Context: an optimization exercise on an open-source flow, tuned for small area, a short achievable clock period and few clock cycles per item. The choices shown serve that exercise and are no tape-out recipe.
No functional check of the RTL was part of any run shown here.
Power is estimated from default activity; no workload was simulated.

## design/flow/design.v

```verilog
package dcache_pkg;
	localparam int N_ENT = 6;
	localparam int ENT_W = 3;
	localparam int N_TAG = 8;
	localparam int TAG_W = 3;
	localparam int N_BUF = 3;
	localparam int ADDR_W = 32;
	localparam int CPU_TID_W = 8;
	localparam int LINE_BYTES = 64;
	localparam int HALF_BYTES = 32;
	localparam int HALF_BIT = 5;
	typedef logic [ENT_W-1:0] ent_idx_t;
	typedef logic [TAG_W-1:0] bus_tag_t;
	typedef logic [CPU_TID_W-1:0] cpu_tid_t;
	typedef logic [ADDR_W-1:0] addr_t;
	typedef logic [LINE_BYTES-1:0] line_sel_t;
	typedef logic [HALF_BYTES-1:0] half_sel_t;
	typedef logic [HALF_BYTES*8-1:0] half_dat_t;
	typedef logic [2*HALF_BYTES*8-1:0] line_dat_t;
	typedef logic [1:0] half_mask_t;
endpackage
`timescale 1ns/100ps
module dcache_ctrl (
	input  logic                  clk_i,
	input  logic                  rst_i,
	input  logic                  cpu_cyc_i,
	input  logic                  cpu_we_i,
	input  logic                  cpu_erc_i,
	input  dcache_pkg::cpu_tid_t  cpu_tid_i,
	input  dcache_pkg::addr_t     cpu_adr_i,
	input  dcache_pkg::line_sel_t cpu_sel_i,
	input  dcache_pkg::line_dat_t cpu_dat_i,
	output logic                  cpu_busy_o,
	output logic                  cpu_ack_o,
	output dcache_pkg::cpu_tid_t  cpu_ack_tid_o,
	output dcache_pkg::line_dat_t cpu_ack_dat_o,
	output logic                  cpu_ack_err_o,
	output logic                  bus_cyc_o,
	output logic                  bus_we_o,
	output logic                  bus_erc_o,
	output dcache_pkg::bus_tag_t  bus_tag_o,
	output dcache_pkg::addr_t     bus_adr_o,
	output dcache_pkg::half_sel_t bus_sel_o,
	output dcache_pkg::half_dat_t bus_dat_o,
	input  logic                  bus_full_i,
	input  logic                  bus_ack_i,
	input  dcache_pkg::bus_tag_t  bus_tag_i,
	input  dcache_pkg::half_dat_t bus_dat_i,
	input  logic                  bus_err_i
);
	localparam int NE = dcache_pkg::N_ENT;
	localparam int NT = dcache_pkg::N_TAG;
	localparam int NB = dcache_pkg::N_BUF;
	localparam int BW = (NB > 1) ? $clog2(NB) : 1;
	localparam int HW = dcache_pkg::HALF_BYTES*8;
	localparam int HS = dcache_pkg::HALF_BYTES;
	localparam int AW = dcache_pkg::ADDR_W - dcache_pkg::HALF_BIT - 1;
	logic                   b_v;
	logic                   b_cyc;
	logic                   b_we;
	logic                   b_erc;
	logic                   b_two;
	logic                   b_noans;
	logic                   b_half;
	dcache_pkg::ent_idx_t   b_e;
	dcache_pkg::bus_tag_t   b_tag;
	logic [AW-1:0]          b_adr;
	dcache_pkg::half_sel_t  b_sel;
	dcache_pkg::half_dat_t  b_dat;
	logic                   h_v;
	dcache_pkg::bus_tag_t   h_tag;
	dcache_pkg::half_sel_t  h_sel;
	dcache_pkg::half_dat_t  h_dat;
	logic [NE-1:0]          e_v;
	logic [NE-1:0]          e_two;
	logic [NE-1:0]          e_err;
	logic [NE-1:0]          e_cpl;
	dcache_pkg::half_mask_t e_need [NE];
	dcache_pkg::cpu_tid_t   e_tid  [NE];
	logic [BW-1:0]          e_buf  [NE];
	logic [NT-1:0]          t_v;
	dcache_pkg::ent_idx_t   t_e [NT];
	logic [NT-1:0]          t_h;
	logic [NB-1:0]          f_busy;
	dcache_pkg::half_dat_t  f_dat [NB];
	logic                   o_v;
	logic                   o_err;
	dcache_pkg::cpu_tid_t   o_tid;
	dcache_pkg::ent_idx_t   o_e;
	dcache_pkg::line_dat_t  o_dat;
	logic [NE-1:0]          e_free;
	logic                   free_any;
	dcache_pkg::ent_idx_t   free_e;
	logic                   dup;
	logic                   accept;
	dcache_pkg::half_mask_t in_has;
	logic                   in_ans;
	logic                   in_two;
	logic                   f_free_any;
	logic [BW-1:0]          f_free_i;
	logic                   xfer;
	logic                   b_done;
	logic                   st_free;
	logic                   b_wait_res;
	dcache_pkg::ent_idx_t   ans_e;
	logic                   ans_h;
	logic                   ans_fin;
	logic                   ans_two;
	logic [BW-1:0]          ans_buf;
	assign ans_e = t_e[bus_tag_i];
	assign ans_h = t_h[bus_tag_i];
	assign ans_fin = bus_ack_i && (ans_h ? !e_need[ans_e][0] : !e_need[ans_e][1]);
	assign ans_two = e_two[ans_e];
	assign ans_buf = e_buf[ans_e];
	logic [NT-1:0]          t_free;
	dcache_pkg::bus_tag_t   tag_a;
	dcache_pkg::bus_tag_t   tag_b;
	always_comb begin
		t_free = ~t_v;
		if (bus_ack_i)
			t_free[bus_tag_i] = 1'b1;
	end
	always_comb begin
		tag_a = '0;
		for (int i = NT-1; i >= 0; i--)
			if (t_free[i])
				tag_a = dcache_pkg::bus_tag_t'(i);
		tag_b = '0;
		for (int i = NT-1; i >= 0; i--)
			if (t_free[i] && dcache_pkg::bus_tag_t'(i) != tag_a)
				tag_b = dcache_pkg::bus_tag_t'(i);
	end
	always_comb begin
		e_free = ~e_v;
		if (o_v)
			e_free[o_e] = 1'b1;
	end
	always_comb begin
		free_any = 1'b0;
		free_e = '0;
		for (int i = NE-1; i >= 0; i--) begin
			if (e_free[i]) begin
				free_any = 1'b1;
				free_e = dcache_pkg::ent_idx_t'(i);
			end
		end
	end
	always_comb begin
		dup = 1'b0;
		for (int i = 0; i < NE; i++)
			if (e_v[i] && e_tid[i] == cpu_tid_i)
				dup = 1'b1;
	end
	logic [NB-1:0]          f_avail;
	always_comb begin
		f_avail = ~f_busy;
		if (ans_fin && ans_two)
			f_avail[ans_buf] = 1'b1;
	end
	always_comb begin
		f_free_any = 1'b0;
		f_free_i = '0;
		for (int i = NB-1; i >= 0; i--) begin
			if (f_avail[i]) begin
				f_free_any = 1'b1;
				f_free_i = BW'(i);
			end
		end
	end
	assign in_has[0] = |cpu_sel_i[HS-1:0];
	assign in_has[1] = |cpu_sel_i[2*HS-1:HS];
	assign in_ans = !cpu_we_i || cpu_erc_i;
	assign in_two = (&in_has) && in_ans;
	assign xfer = b_cyc && !bus_full_i;
	assign b_done = xfer && !h_v;
	assign st_free = !b_v || b_done;
	assign b_wait_res = b_v && !b_cyc && f_free_any;
	assign cpu_busy_o = busy_q || (b_v && bus_full_i);
	assign accept = cpu_cyc_i && !cpu_busy_o && !dup;
	assign bus_cyc_o = b_cyc;
	assign bus_we_o = b_we;
	assign bus_erc_o = b_erc;
	assign bus_tag_o = b_tag;
	assign bus_adr_o = {b_adr, b_half, {dcache_pkg::HALF_BIT{1'b0}}};
	assign bus_sel_o = b_sel;
	assign bus_dat_o = b_dat;
	logic [NE-1:0]          cpl_vec;
	logic                   cpl_any;
	dcache_pkg::ent_idx_t   cpl_e;
	always_comb begin
		cpl_vec = e_cpl;
		if (b_done && b_noans)
			cpl_vec[b_e] = 1'b1;
	end
	always_comb begin
		cpl_any = 1'b0;
		cpl_e = '0;
		for (int i = NE-1; i >= 0; i--) begin
			if (cpl_vec[i]) begin
				cpl_any = 1'b1;
				cpl_e = dcache_pkg::ent_idx_t'(i);
			end
		end
	end
	logic                   b_v_n;
	logic                   b_cyc_n;
	logic                   h_v_n;
	logic [NE-1:0]          e_v_n;
	logic                   o_v_n;
	dcache_pkg::ent_idx_t   o_e_n;
	logic [NE-1:0]          e_free_n;
	logic [NT-1:0]          t_v_n;
	logic                   tags_ok_n;
	logic                   busy_n;
	logic                   busy_q;
	always_comb begin
		b_v_n = b_v;
		b_cyc_n = b_cyc;
		h_v_n = h_v;
		if (accept) begin
			b_v_n = |in_has;
			b_cyc_n = (|in_has) && (!in_two || f_free_any);
			h_v_n = &in_has;
		end else begin
			if (b_done) begin
				b_v_n = 1'b0;
				b_cyc_n = 1'b0;
			end
			if (xfer)
				h_v_n = 1'b0;
			if (b_wait_res)
				b_cyc_n = 1'b1;
		end
		e_v_n = e_v;
		if (o_v)
			e_v_n[o_e] = 1'b0;
		if (accept)
			e_v_n[free_e] = 1'b1;
		o_v_n = ans_fin || cpl_any;
		o_e_n = ans_fin ? ans_e : cpl_e;
		e_free_n = ~e_v_n;
		if (o_v_n)
			e_free_n[o_e_n] = 1'b1;
		t_v_n = t_v;
		if (bus_ack_i)
			t_v_n[bus_tag_i] = 1'b0;
		if (accept && in_ans && (|in_has))
			t_v_n[tag_a] = 1'b1;
		if (accept && in_two)
			t_v_n[tag_b] = 1'b1;
		tags_ok_n = 1'b0;
		for (int i = 0; i < NT; i++)
			for (int j = i+1; j < NT; j++)
				if (!t_v_n[i] && !t_v_n[j])
					tags_ok_n = 1'b1;
		busy_n = !(|e_free_n) || !tags_ok_n || (b_v_n && (h_v_n || !b_cyc_n));
	end
	always_ff @(posedge clk_i) begin
		if (rst_i) begin
			b_v <= 1'b0;
			b_cyc <= 1'b0;
			h_v <= 1'b0;
			busy_q <= 1'b0;
			t_v <= '0;
			e_v <= '0;
			e_cpl <= '0;
			f_busy <= '0;
			o_v <= 1'b0;
		end else begin
			b_v <= b_v_n;
			b_cyc <= b_cyc_n;
			h_v <= h_v_n;
			busy_q <= busy_n;
			t_v <= t_v_n;
			if (ans_fin && ans_two)
				f_busy[ans_buf] <= 1'b0;
			if (accept && in_two && f_free_any) begin
				f_busy[f_free_i] <= 1'b1;
				e_buf[free_e] <= f_free_i;
			end
			if (!accept && b_wait_res) begin
				f_busy[f_free_i] <= 1'b1;
				e_buf[b_e] <= f_free_i;
			end
			if (bus_ack_i) begin
				e_need[ans_e][ans_h] <= 1'b0;
				e_err[ans_e] <= e_err[ans_e] | bus_err_i;
			end
			e_cpl <= cpl_vec;
			o_v <= o_v_n;
			o_e <= o_e_n;
			if (ans_fin) begin
				o_tid <= e_tid[ans_e];
				o_err <= e_err[ans_e] | bus_err_i;
			end else begin
				o_tid <= e_tid[cpl_e];
				o_err <= 1'b0;
				if (cpl_any)
					e_cpl[cpl_e] <= 1'b0;
			end
			e_v <= e_v_n;
			if (accept) begin
				if (in_ans && (|in_has)) begin
					t_e[tag_a] <= free_e;
					t_h[tag_a] <= !in_has[0];
				end
				if (in_two) begin
					t_e[tag_b] <= free_e;
					t_h[tag_b] <= 1'b1;
				end
				e_tid[free_e] <= cpu_tid_i;
				e_need[free_e] <= in_has & {2{in_ans}};
				e_two[free_e] <= in_two;
				e_err[free_e] <= 1'b0;
				e_cpl[free_e] <= !(|in_has);
			end
		end
	end
	always_ff @(posedge clk_i) begin
		if (st_free) begin
			b_we <= cpu_we_i;
			b_erc <= cpu_erc_i;
			b_two <= in_two;
			b_noans <= !in_ans;
			b_e <= free_e;
			b_tag <= tag_a;
			h_tag <= tag_b;
			b_adr <= cpu_adr_i[dcache_pkg::ADDR_W-1:dcache_pkg::HALF_BIT+1];
			b_half <= !in_has[0];
			b_sel <= in_has[0] ? cpu_sel_i[HS-1:0] : cpu_sel_i[2*HS-1:HS];
			b_dat <= in_has[0] ? cpu_dat_i[HW-1:0] : cpu_dat_i[2*HW-1:HW];
			h_sel <= cpu_sel_i[2*HS-1:HS];
			h_dat <= cpu_dat_i[2*HW-1:HW];
		end else if (xfer) begin
			b_half <= 1'b1;
			b_tag <= h_tag;
			b_sel <= h_sel;
			b_dat <= h_dat;
		end
	end
	always_ff @(posedge clk_i) begin
		for (int i = 0; i < NB; i++)
			if (bus_ack_i && !ans_fin && ans_buf == BW'(i))
				f_dat[i] <= bus_dat_i;
	end
	always_ff @(posedge clk_i) begin
		o_dat <= '0;
		if (ans_fin) begin
			if (ans_h) begin
				o_dat[2*HW-1:HW] <= bus_dat_i;
				if (ans_two)
					o_dat[HW-1:0] <= f_dat[ans_buf];
			end else begin
				o_dat[HW-1:0] <= bus_dat_i;
				if (ans_two)
					o_dat[2*HW-1:HW] <= f_dat[ans_buf];
			end
		end
	end
	assign cpu_ack_o = o_v;
	assign cpu_ack_tid_o = o_tid;
	assign cpu_ack_err_o = o_err;
	assign cpu_ack_dat_o = o_dat;
endmodule
```

## design/flow/flow/run.sh

```bash
#!/bin/bash
# Standard layout (the standard.sh, unchanged synthesis and steps) with two
# placement options changed: ports are buffered with buf_2 instead of the
# default cell buffer_ports picks, and pins may sit one routing track apart.
set -euo pipefail
cd "$(dirname "${BASH_SOURCE[0]}")/.."
bash standard.sh finish \
	"BUFFER_PORTS_ARGS=-buffer_cell sky130_fd_sc_hd__buf_2" \
	"PLACE_PINS_ARGS=-min_distance 1 -min_distance_in_tracks" \
	> make.log 2>&1
```

## design/flow/standard.sh

```bash
#!/bin/bash
# synth_recipe.tcl (not shown) runs the flow's synth.tcl, then flattens the netlist and writes it again
# the make line also repeats each setting of config.mk as NAME=value (left out here)
make -C /OpenROAD-flow-scripts/flow DESIGN_CONFIG=/design/flow/config.mk WORK_HOME=/design/flow/orfs CLKGATE_MAP_FILE= SYNTH_SCRIPT=/design/flow/synth_recipe.tcl "${@:-finish}"
```

## design/flow/config.mk

```make
export PLATFORM = sky130hd
export DESIGN_NAME = dcache_ctrl
export DESIGN_NICKNAME = dcache_ctrl
export VERILOG_FILES = /design/flow/design.v
export SDC_FILE = /design/flow/constraint.sdc
export NUM_CORES = 4
export LEC_CHECK = 0
export CAP_MARGIN = 20
export CORE_AREA = 5 5 355 355
export DIE_AREA = 0 0 360 360
export SETUP_SLACK_MARGIN = 2.7
export SLEW_MARGIN = 20
```

## design/flow/constraint.sdc

```tcl
create_clock -name core_clock -period 5.0 [get_ports {clk_i}]
set_input_delay 1.0000 -clock core_clock [delete_from_list [all_inputs] [get_ports {clk_i}]]
set_output_delay 1.0000 -clock core_clock [all_outputs]
set_load 0.01 [all_outputs]
```

==> impl_metrics.py, run 1 <==
metrics = {
    "outcome": {
        "run_status": "aborted with a tool error",
        "stop_stage": "global routing (5_1_grt)",
        "toolErrorMsg": "[ERROR GRT-0116] Global routing finished with congestion. Check the congestion regions in the DRC Viewer.",
    },
    "logic_synthesis": {
        "synth_area_per_cell_um2": 12.0,
        "synth_warnings": 2,
        "synth_flop_cell": "edfxtp_1",
        "synth_seq_cells": 2067,
        "netlist_instances": 6745,
        "ys_types": 85,
        "synth.top_cell.area_share": 0.569,
        "synth_top_cell_by_area": "edfxtp_1",
        "synthArstFlopShare": 0,
        "synth-edff-count": 1527,
        "synth_area_um2": 80700,
        "ys_top_cells_by_area": "edfxtp_1 57%, dfxtp_1 13%, nand2_1 6.6%, a21oi_1 5.0%, mux2i_1 3.4%",
        "ys_seq_area_frac": 0.703,
    },
    "cts": {
        "clock-sinks": 2067,
        "cts_root_buf": "clkbuf_16",
        "cts_hold_buffers": 0,
        "cts_made_buffers": 198,
        "clock_path_buffers": 3,
        "cts_max_level": 4,
    },
    "global_route": {
        "globalRouteOverflowTotal": 3,
        "grt_pass1_vias": 71700,
        "grt_max_degree": 231,
        "grt_pass1_wl_mm": 470,
        "grt_use_total": 0.499,
    },
    "die": {
        "die_h_um": 360,
        "rows": 128,
        "die_width_um": 360,
        "start_util": 0.663,
        "ios": 1732,
    },
    "placed_design": {
        "post_dp_cell_area_um2": 92500,
        "dp_hpwl_mm": 201,
        "gp_congestion": 1.11,
        "numPortBuffers": 1720,
        "pre_cts_slack_ns": -0.985,
    },
}
## synthesized netlist by cell type (5+ instances only)
cell,n
edfxtp_1,1527
nand2_1,1423
a21oi_1,802
nor2_1,654
dfxtp_1,540
clkbuf_1,364
o21ai_0,307
mux2i_1,270
a22oi_1,263
buf_2,48
ha_1,37
nand3_1,34
buf_1,33
a211oi_1,32
inv_1,32
xnor2_1,30
xor2_1,27
nor4_1,22
nor3_1,20
and3_1,19
mux2_2,18
mux4_2,16
a31oi_1,15
nand4_1,15
and2_1,12
o22ai_1,12
nor2b_1,11
o21a_1,11
a221oi_1,10
a311oi_1,10
a221o_1,9
a32oi_1,7
buf_4,7
nand2b_1,7
or3_1,7
nand3b_1,5
nor3b_1,5
## power groups by stage
stage / clock network [mW] / registers [mW] / logic [mW]
2_1_floorplan: 0 / 21.2 / 3.60
3_3_place_gp: 0 / 20.8 / 7.26
3_5_place_dp: 0 / 20.8 / 7.47
4_1_cts: 15.3 / 20.5 / 8.78
## timing repair
item / CTS
setup buffers: 113
cloned: 30
gates resized for setup: 263
setup endpoints to repair: 2769
pin swaps: 74
## logic make-up after synthesis
kind of cell | count (synthesis) | synth area share
flops | 2067 | 0.703
fa+ha+maj | 38 | 0.00586
compound gates | 1528 | 0.109
xor+xnor | 59 | 0.00687
buf+inv | 491 | 0.0242
mux | 307 | 0.0412
simple gates | 2254 | 0.110
other cells | 1 | 0.0000465
## routing by layer
metal  track usage  overflow
met3         0.269         0
met2         0.729         1
met4         0.400         2
met1         0.536         0
met5        0.0497         0
## metrics by stage
stage | hold WS, ns | power [mW] | cells
after floorplan | 0.443 | 24.8 | 6765
after CTS | 0.302 | 44.6 | 10400
after global placement | 0.459 | 28.0 | 9914
after detailed placement | 0.474 | 28.3 | 9914
## worst max-delay path by stage
stage / from / endpoint / cells past startpoint
CTS: bus_tag_i[1] / busy_q / 24
floorplan: bus_tag_i[1] / busy_q / 25
global placement: bus_tag_i[1] / busy_q / 23
detailed placement: bus_tag_i[1] / busy_q / 24
==> inputs of run 2 (changes only) <==
--- a/design/flow/design.v
+++ b/design/flow/design.v
@@ -209,7 +209,19 @@
 	logic                   o_v_n;
 	dcache_pkg::ent_idx_t   o_e_n;
-	logic [NE-1:0]          e_free_n;
 	logic [NT-1:0]          t_v_n;
+	logic                   ent_ok_n;
 	logic                   tags_ok_n;
+	logic [3:0]             ent_free_cnt;
+	logic [3:0]             tag_free_cnt;
+	logic [1:0]             tag_alloc;
+	logic                   b_stall_n;
+	always_comb begin
+		ent_free_cnt = '0;
+		for (int i = 0; i < NE; i++)
+			ent_free_cnt = ent_free_cnt + 4'(e_free[i]);
+		tag_free_cnt = '0;
+		for (int i = 0; i < NT; i++)
+			tag_free_cnt = tag_free_cnt + 4'(!t_v[i]);
+	end
 	logic                   busy_n;
 	logic                   busy_q;
@@ -239,7 +251,7 @@
 		o_v_n = ans_fin || cpl_any;
 		o_e_n = ans_fin ? ans_e : cpl_e;
-		e_free_n = ~e_v_n;
-		if (o_v_n)
-			e_free_n[o_e_n] = 1'b1;
+		ent_ok_n = accept ? (ent_free_cnt >= 2) : (ent_free_cnt >= 1);
+		tag_alloc = !accept ? 2'd0 : in_two ? 2'd2 : (in_ans && (|in_has)) ? 2'd1 : 2'd0;
+		tags_ok_n = (tag_free_cnt + 4'(bus_ack_i)) >= (4'd2 + 4'(tag_alloc));
 		t_v_n = t_v;
 		if (bus_ack_i)
@@ -249,10 +261,9 @@
 		if (accept && in_two)
 			t_v_n[tag_b] = 1'b1;
-		tags_ok_n = 1'b0;
-		for (int i = 0; i < NT; i++)
-			for (int j = i+1; j < NT; j++)
-				if (!t_v_n[i] && !t_v_n[j])
-					tags_ok_n = 1'b1;
-		busy_n = !(|e_free_n) || !tags_ok_n || (b_v_n && (h_v_n || !b_cyc_n));
+		if (accept)
+			b_stall_n = in_two && !(|(~f_busy));
+		else
+			b_stall_n = b_v && !b_cyc && !(|(~f_busy));
+		busy_n = !ent_ok_n || !tags_ok_n || (b_v_n && h_v_n) || b_stall_n;
 	end
 	always_ff @(posedge clk_i) begin
==> design/flow/flow/run.sh (replaced) <==
#!/bin/bash
# Standard layout (the standard.sh, unchanged synthesis and steps) with two
# placement options changed: ports are buffered with buf_1 instead of the
# default cell buffer_ports picks, and pins may sit one routing track apart.
set -euo pipefail
cd "$(dirname "${BASH_SOURCE[0]}")/.."
bash standard.sh finish \
	"BUFFER_PORTS_ARGS=-buffer_cell sky130_fd_sc_hd__buf_1" \
	"PLACE_PINS_ARGS=-min_distance 1 -min_distance_in_tracks" \
	> make.log 2>&1
--- a/design/flow/config.mk
+++ b/design/flow/config.mk
@@ -8,4 +8,6 @@
 export CAP_MARGIN = 20
 export CORE_AREA = 5 5 355 355
+export CTS_CLUSTER_DIAMETER = 80
+export CTS_CLUSTER_SIZE = 30
 export DIE_AREA = 0 0 360 360
 export SETUP_SLACK_MARGIN = 2.7
==> run 2 against run 1 <==
Effect of this change:
- the run again fails in global routing (5_1_grt)
- area after synthesis grew 1.6%
- synthesized cell count fell by 6.8%
==> impl_metrics.py, run 2 <==
metrics = {
    "outcome": {
        "run_status": "aborted with a tool error",
        "stop_stage": "global routing (5_1_grt)",
        "toolErrorMsg": "[ERROR GRT-0116] Global routing finished with congestion. Check the congestion regions in the DRC Viewer.",
    },
    "logic_synthesis": {
        "synth_seq_cells": 2067,
        "netlist_instances": 6286,
        "synth_area_um2": 82000,
        "synthArstFlopShare": 0,
        "ys_top_cells_by_area": "edfxtp_1 56%, dfxtp_1 13%, or4_1 4.7%, mux2i_1 4.0%, nand2_1 4.0%",
        "synth_warnings": 2,
        "synth_top_cell_by_area": "edfxtp_1",
        "synth_area_per_cell_um2": 13.0,
        "synth-edff-count": 1527,
        "synth.top_cell.area_share": 0.560,
        "ys_types": 90,
        "ys_seq_area_frac": 0.691,
        "synth_flop_cell": "edfxtp_1",
        "synth_top_cells_by_count": "1527 x edfxtp_1, 869 x nand2_1, 560 x a21oi_1, 540 x dfxtp_1, 513 x or4_1",
        "synth.most_common_cell": "edfxtp_1",
    },
    "cts": {
        "cts_root_buf": "clkbuf_16",
        "cts_max_level": 3,
        "cts_hold_buffers": 0,
        "clock-sinks": 2067,
        "clock_path_buffers": 3,
        "cts_made_buffers": 83,
    },
    "die": {
        "rows": 128,
        "die_h_um": 360,
        "die_width_um": 360,
        "start_util": 0.673,
        "ios": 1732,
    },
    "placed_design": {
        "pre_cts_slack_ns": -0.100,
        "dp_hpwl_mm": 205,
        "place_inst": 9391,
        "gp_congestion": 1.11,
        "post_dp_cell_area_um2": 91300,
        "numPortBuffers": 1720,
    },
    "global_route": {
        "grt_pass1_wl_mm": 561,
        "grt_use_total": 0.605,
        "grt_max_degree": 195,
        "globalRouteOverflowTotal": 4,
        "grt_pass1_vias": 78100,
    },
}
run 2: power groups by stage:
stage                     combinational, mW  clock, mW  sequential, mW
after floorplan                        5.73          0            23.1
after global placement                 10.7          0            22.4
after detailed placement               11.0          0            22.5
after CTS                              17.1       8.67            22.2
run 2: what timing repair did:
item | 4_1_cts
gates resized for setup | 1845
pin swaps | 506
setup buffers | 361
endpoints found under the setup margin | 2426
gates cloned | 200
run 2: metal layers:
layer,global-route usage,overflow
met2,0.841,3
met1,0.629,0
met5,0.0672,0
met3,0.354,0
met4,0.575,1
run 2: kinds of logic after synthesis:
family                     after synthesis  synth area share
AOI/OAI and AO/OA                     1306            0.0983
and+or+nand+nor                       1914             0.124
DFF                                   2067             0.691
buffers and inverters                  548            0.0291
xor gates and xnor gates                59           0.00640
adders and majority gates               49           0.00821
muxes                                  342            0.0430
other                                    1         0.0000458
run 2: worst min path at each step:
stage,start,end,slack (ns),cells past startpoint
global placement,f_busy[2],f_busy[2],0.48,2
CTS,cpu_adr_i[15],b_adr[9],0.39,1
floorplan,f_busy[2],f_busy[2],0.46,2
detailed placement,f_busy[2],f_busy[2],0.49,2
run 2: metrics by stage:
stage / power (mW) / setup TNS [ns]
floorplan: 28.8 / -394.23
global placement: 33.1 / -0.129
detailed placement: 33.5 / -0.420
CTS: 48.0 / 0
